From an optimization exercise on the open Yosys and OpenROAD flow, aimed at small area and a short achievable clock period; shortcuts taken in it are not production practice.
Only simulation tests tie the RTL to the original design; equivalence was not proved.

==> v5: inputs <==
==> flow/design.v <==
package can_tx_pkg;
    localparam int MAX_BYTES = 8;
    localparam int MAX_ID_W  = 29;
    typedef enum logic [1:0] {
        IDLE = 2'd0,
        ARB  = 2'd1,
        REQ  = 2'd2,
        WAIT = 2'd3
    } state_t;
endpackage
module can_tx_prio_sel
#(
    parameter  int NUM_MB = 10,
    parameter  int ID_W   = 11
) (
    input  logic [NUM_MB-1:0]            pending_i,
    input  logic [NUM_MB-1:0][ID_W-1:0]  ids_i,
    output logic [NUM_MB-1:0]            win_o
);
    localparam int NP = (NUM_MB + 1) / 2;    
    function automatic logic id_le(input logic [ID_W-1:0] a, input logic [ID_W-1:0] b, input logic strict);
        logic r;
        r = !strict;
        for (int k = 0; k < ID_W; k++) r = (!a[k] && b[k]) || ((!a[k] || b[k]) && r);
        id_le = r;
    endfunction
    logic [NP-1:0]           pv;        
    logic [NP-1:0][ID_W-1:0] pid;       
    logic [NP-1:0]           plo;       
    logic [NP-1:0][NP-1:0]   beats;     
    logic [NP-1:0]           pwin;
    always_comb begin
        for (int p = 0; p < NP; p++) begin
            if (2*p + 1 < NUM_MB) begin
                plo[p] = pending_i[2*p] && (!pending_i[2*p+1] || id_le(ids_i[2*p], ids_i[2*p+1], 1'b0));
                pv[p]  = pending_i[2*p] || pending_i[2*p+1];
                pid[p] = plo[p] ? ids_i[2*p] : ids_i[2*p+1];
            end else begin
                plo[p] = 1'b1;
                pv[p]  = pending_i[2*p];
                pid[p] = ids_i[2*p];
            end
        end
        for (int a = 0; a < NP; a++) begin
            for (int b = 0; b < NP; b++) begin
                if (a == b)     beats[a][b] = 1'b1;
                else if (a < b) beats[a][b] = !pv[b] || id_le(pid[a], pid[b], 1'b0);
                else            beats[a][b] = !pv[b] || id_le(pid[a], pid[b], 1'b1);
            end
        end
        for (int a = 0; a < NP; a++) pwin[a] = pv[a] && (&beats[a]);
        for (int i = 0; i < NUM_MB; i++) begin
            win_o[i] = pwin[i/2] && ((i % 2 == 0) ? plo[i/2] : !plo[i/2]);
        end
    end
endmodule
module can_tx_mailbox
#(
    parameter  int NUM_MB    = 10,
    parameter  int ID_W      = 11,
    parameter  int MAX_RETRY = 16,
    localparam int MBW       = $clog2(NUM_MB)
) (
    input  logic              clk,
    input  logic              g_rst,
    input  logic              hdr_ld,
    input  logic [ID_W-1:0]   hdr_id,
    input  logic              hdr_rtr,
    input  logic [3:0]        hdr_dlc,
    input  logic              wr_en,
    input  logic [MBW-1:0]    wr_mb,
    input  logic [2:0]        wr_idx,
    input  logic [7:0]        data_in,
    input  logic [NUM_MB-1:0] tx_buff_ld,
    output logic [NUM_MB-1:0] mb_pending,
    output logic              tx_buff_busy,
    output logic              tx_done,
    output logic [MBW-1:0]    tx_done_mb,
    output logic              tx_err,
    output logic              frame_gen_intl,
    input  logic              fg_ack,
    output logic [ID_W-1:0]   tx_id,
    output logic              tx_rtr,
    output logic [3:0]        tx_dlc,
    output logic [63:0]       tx_data,
    output logic [MBW-1:0]    tx_mb,
    input  logic              tx_success,
    input  logic              tx_fail
);
    if (NUM_MB < 2 || NUM_MB > 16 || ID_W < 1 || ID_W > can_tx_pkg::MAX_ID_W || MAX_RETRY < 1) begin : g_param_check
        $error("can_tx_mailbox: parameter out of range");
    end
    localparam int HW = ID_W + 1 + 4;           
    logic [NUM_MB-1:0]               pending_q;
    logic [NUM_MB-1:0][ID_W-1:0]     hdr_id_q;
    logic [NUM_MB-1:0]               hdr_rtr_q;
    logic [NUM_MB-1:0][3:0]          hdr_dlc_q;
    logic [NUM_MB-1:0][63:0]         data_q;
    logic [NUM_MB-1:0]               win;       
    logic [NUM_MB-1:0]               rd_sel;    
    logic [MBW-1:0]                  win_idx;
    logic [ID_W-1:0]                 tx_id_q;
    logic                            tx_rtr_q;
    logic [3:0]                      tx_dlc_q;
    logic [63:0]                     tx_data_q;
    logic [MBW-1:0]                  tx_mb_q;
    logic                            tx_done_q, busy_q;
    logic                            tx_ok, tx_bad, drop, retire;
    logic [NUM_MB-1:0]               mb_sel;    
    logic [NUM_MB-1:0]               pending_d;
    can_tx_prio_sel #(.NUM_MB(NUM_MB), .ID_W(ID_W)) u_prio_sel (
        .pending_i (pending_q),
        .ids_i     (hdr_id_q),
        .win_o     (win)
    );
    logic arb_q, req_q, wait_q;
    assign tx_ok  = wait_q && tx_success;
    assign tx_bad = wait_q && !tx_success && tx_fail;
    always_ff @(posedge clk) begin
        if (!g_rst) begin
            arb_q  <= 1'b0;
            req_q  <= 1'b0;
            wait_q <= 1'b0;
        end else begin
            arb_q  <= !arb_q && !req_q && !wait_q && (|pending_q);
            req_q  <= arb_q || (req_q && !fg_ack);
            wait_q <= (req_q && fg_ack) || (wait_q && !tx_success && !tx_fail);
        end
    end
    always_comb begin
        for (int i = 0; i < NUM_MB; i++) mb_sel[i] = (tx_mb_q == MBW'(i));
    end
    localparam int RW = $clog2(MAX_RETRY);
    logic [NUM_MB-1:0][RW-1:0] retry_q;
    logic [RW-1:0]             retry_cur, retry_nxt;
    logic                      tx_err_q;
    assign retry_cur = retry_q[tx_mb_q];
    assign drop      = tx_bad && (retry_cur == RW'(MAX_RETRY - 1));
    assign retire    = tx_ok || drop;
    assign retry_nxt = (!g_rst || retire) ? '0 : RW'(retry_cur + 1'b1);
    always_ff @(posedge clk) begin
        for (int i = 0; i < NUM_MB; i++) begin
            if (!g_rst || (mb_sel[i] && (tx_ok || tx_bad))) retry_q[i] <= retry_nxt;
        end
    end
    always_ff @(posedge clk) begin
        if (!g_rst) tx_err_q <= 1'b0;
        else        tx_err_q <= drop;
    end
    assign tx_err = tx_err_q;
    always_comb begin
        for (int i = 0; i < NUM_MB; i++) begin
            pending_d[i] = g_rst && (pending_q[i] || tx_buff_ld[i]) && !(retire && mb_sel[i]);
        end
    end
    always_ff @(posedge clk) begin
        pending_q <= pending_d;
        busy_q    <= |pending_d;
    end
    always_ff @(posedge clk) begin
        if (!g_rst) tx_done_q <= 1'b0;
        else        tx_done_q <= tx_ok;
    end
    logic [7:0]      wd_data;
    logic [ID_W-1:0] wd_id;
    logic            wd_rtr;
    logic [3:0]      wd_dlc;
    assign wd_data = data_in & {8{g_rst}};
    assign wd_id   = hdr_id  & {ID_W{g_rst}};
    assign wd_rtr  = hdr_rtr & g_rst;
    assign wd_dlc  = hdr_dlc & {4{g_rst}};
    always_ff @(posedge clk) begin
        for (int i = 0; i < NUM_MB; i++) begin
            logic mb_wr;
            mb_wr = (wr_mb == MBW'(i)) && !pending_q[i];
            if (!g_rst || (mb_wr && hdr_ld)) begin
                hdr_id_q[i]  <= wd_id;
                hdr_rtr_q[i] <= wd_rtr;
                hdr_dlc_q[i] <= wd_dlc;
            end
            for (int k = 0; k < 8; k++) begin
                if (!g_rst || (mb_wr && wr_en && wr_idx == 3'(k))) data_q[i][8*k +: 8] <= wd_data;
            end
        end
    end
    assign rd_sel = arb_q ? win : mb_sel;
    always_comb begin
        win_idx = '0;
        for (int i = 0; i < NUM_MB; i++) if (win[i]) win_idx = win_idx | MBW'(i);
    end
    always_ff @(posedge clk) begin
        if (arb_q) tx_mb_q <= win_idx;
    end
    always_ff @(posedge clk) begin
        logic [ID_W-1:0] id_m;
        logic            rtr_m;
        logic [3:0]      dlc_m;
        logic [63:0]     data_m;
        id_m = '0; rtr_m = 1'b0; dlc_m = '0; data_m = '0;
        for (int i = 0; i < NUM_MB; i++) begin
            id_m   = id_m   | (hdr_id_q[i]  & {ID_W{rd_sel[i]}});
            rtr_m  = rtr_m  | (hdr_rtr_q[i] & rd_sel[i]);
            dlc_m  = dlc_m  | (hdr_dlc_q[i] & {4{rd_sel[i]}});
            data_m = data_m | (data_q[i]    & {64{rd_sel[i]}});
        end
        tx_id_q   <= id_m;
        tx_rtr_q  <= rtr_m;
        tx_dlc_q  <= dlc_m;
        tx_data_q <= data_m;
    end
    assign mb_pending     = pending_q;
    assign tx_buff_busy   = busy_q;
    assign tx_done        = tx_done_q;
    assign tx_done_mb     = tx_mb_q;
    assign frame_gen_intl = req_q;
    assign tx_id          = tx_id_q;
    assign tx_rtr         = tx_rtr_q;
    assign tx_dlc         = tx_dlc_q;
    assign tx_data        = tx_data_q;
    assign tx_mb          = tx_mb_q;
endmodule
==> flow/flow/run.sh <==
#!/bin/bash
# Layout flow: the standard ORFS flow (standard synthesis, floorplan, placement,
# CTS, routing) run unchanged except for two optimisation knobs:
#  - port buffers use buf_2 instead of the resizer's default pick,
#  - the resizer's setup repair aims for SETUP_MARGIN ns of slack at the design's
#    clock period, so the critical paths get sized and buffered.
# Each tool's output goes to its own log file in the work folder.
set -euo pipefail
MARGIN=18.5
bash standard.sh synth > synth.log 2>&1
bash standard.sh \
  SETUP_SLACK_MARGIN="$MARGIN" \
  BUFFER_PORTS_ARGS="-buffer_cell sky130_fd_sc_hd__buf_2" \
  finish > layout.log 2>&1
test -s out/final.def
==> flow/standard.sh <==
#!/bin/bash
# synth_recipe.tcl (not shown) runs the flow's synth.tcl, then flattens the netlist and writes it again
# the make line also repeats each setting of config.mk as NAME=value (left out here)
make -C /OpenROAD-flow-scripts/flow DESIGN_CONFIG=/design/flow/config.mk WORK_HOME=/design/flow/orfs CLKGATE_MAP_FILE= SYNTH_SCRIPT=/design/flow/synth_recipe.tcl "${@:-finish}"
==> flow/config.mk <==
export PLATFORM = sky130hd
export DESIGN_NAME = can_tx_mailbox
export DESIGN_NICKNAME = can_tx_mailbox
export VERILOG_FILES = /design/flow/design.v
export SDC_FILE = /design/flow/constraint.sdc
export NUM_CORES = 4
export LEC_CHECK = 0
export ABC_AREA = 1
export CAP_MARGIN = 20
export CORE_MARGIN = 2
export CORE_UTILIZATION = 60
export SLEW_MARGIN = 20
==> flow/constraint.sdc <==
create_clock -name core_clock -period 25.0 [get_ports {clk}]
set_input_delay 5.0000 -clock core_clock [delete_from_list [all_inputs] [get_ports {clk}]]
set_output_delay 5.0000 -clock core_clock [all_outputs]
set_load 0.01 [all_outputs]
==> inputs of v15, as changes to v5 <==
==> flow/flow/run.sh (replaced) <==
#!/bin/bash
# Layout flow: the standard ORFS flow run unchanged except for:
#  - synthesis maps the logic with flow/abc_area.script (ABC dc2 and dch choices, then the &nf mapper, twice; no gate sizing in ABC, the resizer sizes)
#    in place of ORFS's abc_area.script; the rest of synthesis is the standard one,
#    so the registers are exactly the standard synthesis's;
#  - port buffers use buf_2 instead of the resizer's default pick;
#  - the resizer's setup repair (floorplan, CTS and global-route steps) aims for
#    MARGIN ns of slack, so it also shortens paths that already meet 25 ns. The SDC,
#    clock period and I/O delays stay the design's.
# Each tool's output goes to its own log file in the work folder.
set -euo pipefail
MARGIN=18.95
W=$PWD
rm -rf "$W/scripts_abc"
cp -r "$FLOW_HOME/scripts" "$W/scripts_abc"
cp flow/abc_area.script "$W/scripts_abc/abc_area.script"
bash standard.sh SCRIPTS_DIR="$W/scripts_abc" synth > synth.log 2>&1
bash standard.sh \
  BUFFER_PORTS_ARGS="-buffer_cell sky130_fd_sc_hd__buf_2" \
  SETUP_SLACK_MARGIN="$MARGIN" \
  finish > layout.log 2>&1
test -s out/final.def
==> flow/flow/abc_area.script (new file) <==
strash
dc2
dch -f
&get -n
&nf
&put
strash
dch -f
&get -n
&nf
&put
topo
- CTS_BUF_LIST: default -> sky130_fd_sc_hd__clkbuf_16
- CTS_CLUSTER_DIAMETER: default -> 100
- CTS_CLUSTER_SIZE: default -> 24
==> inputs of v34, as changes to v5 <==
==> flow/run.sh (new file) <==
#!/bin/bash
# synth_recipe.tcl (not shown) runs the flow's synth.tcl, then flattens the netlist and writes it again
# the make line also repeats each setting of config.mk as NAME=value (left out here)
make -C /OpenROAD-flow-scripts/flow DESIGN_CONFIG=/design/flow/config.mk WORK_HOME=/design/flow/orfs CLKGATE_MAP_FILE= SYNTH_SCRIPT=/design/flow/synth_recipe.tcl finish
removed: flow/flow/run.sh
removed: flow/standard.sh
==> notes <==
Wire length: v34 < v5 < v15. Area after synthesis is the same in v5 and v34. Clock-buffer cell count, highest first: v5, v34, v15. Die area: v5 is higher than v15 (13%). Final area: v15 is smaller than v34 (3.7%). Against v15, the critical path depth of v34 is higher by 5. Between v34 and v5, the lower register-to-register slack is in v34 (gap 0.11 ns). Of v15 and v5, v15 has the higher global-route usage (gap 1.0 points).
==> figures <==
                                                                                                   v5                      v15                      v34
Status                                                                        complete, no violations  complete, no violations  complete, no violations
Switching Fraction                                                                              0.274                    0.280                    0.267
Number of design-rule violations left by the first detailed-router iteration                     3053                     4234                     3108
Stage delay of the slowest cell on the critical path                                          0.74 ns                  0.46 ns                  1.07 ns
Summed area of non-filler cells in the final layout                                        44500 um^2               43200 um^2               44900 um^2
Buffers inserted during post-CTS setup optimization                                                 4                       71                        0
Worst path depth                                                                                    7                        1                        6
Most common library cell in the layout ignoring fill and taps                                 nand2_1                 edfxtp_1                  nand2_1
Post-Syn Nets                                                                                    3921                     2119                     3921
Non-filler cells in the finished layout                                                          4956                     3267                     4956
Beginning of the critical path                                                               wr_mb[2]               tx_mb_q[2]                 wr_mb[3]
Initial standard-cell utilization of the core                                                   0.605                    0.607                    0.605
RSZ-0062 raised after global routing                                                             true                     true                    false
Netlist Area Pre-Place                                                                     39700 um^2               35000 um^2               39700 um^2
Worst Reg-to-Reg Cells                                                                             40                       25                       38
Hpwl dp                                                                                       67.4 mm                  55.8 mm                  68.9 mm
Element type at the critical path start                                                    input port                flip-flop               input port

what the ideal ports hide:
No port has a modelled driver above. Below, the same layouts with a new extraction and two added sets of constraints. Step 1: set_driving_cell puts a clkbuf_16 on clk and a buf_2 on each other input, an assumption about the parent block. Step 2 moves the port delays by t, midway between the first and last clock arrival at a register: inputs arrive t later, outputs are due t later. That takes back most of the time a late clock gives input paths. a / b / c = no drivers / after step 1 / after step 2; a / b = the first two.
run | t (ns) | slack for setup (ns) | hold WS [ns] | worst setup path at the end | worst register clock-pin slew, ns
v5 | 0.701 | 18.348 / 18.381 / 17.680 | 0.514 / 0.514 / 0.514 | input to register | 0.07 / 0.07
v15 | 0.697 | 18.728 / 18.663 / 18.209 | 0.479 / 0.479 / 0.479 | input to register | 0.10 / 0.10
v34 | 0.695 | 17.397 / 17.439 / 16.744 | 0.499 / 0.499 / 0.499 | input to register | 0.07 / 0.07
After both steps setup and hold are still met in every run listed. The setup slack of v5, which loses most, moves by +0.033 ns with the drivers and by -0.668 ns with both steps.
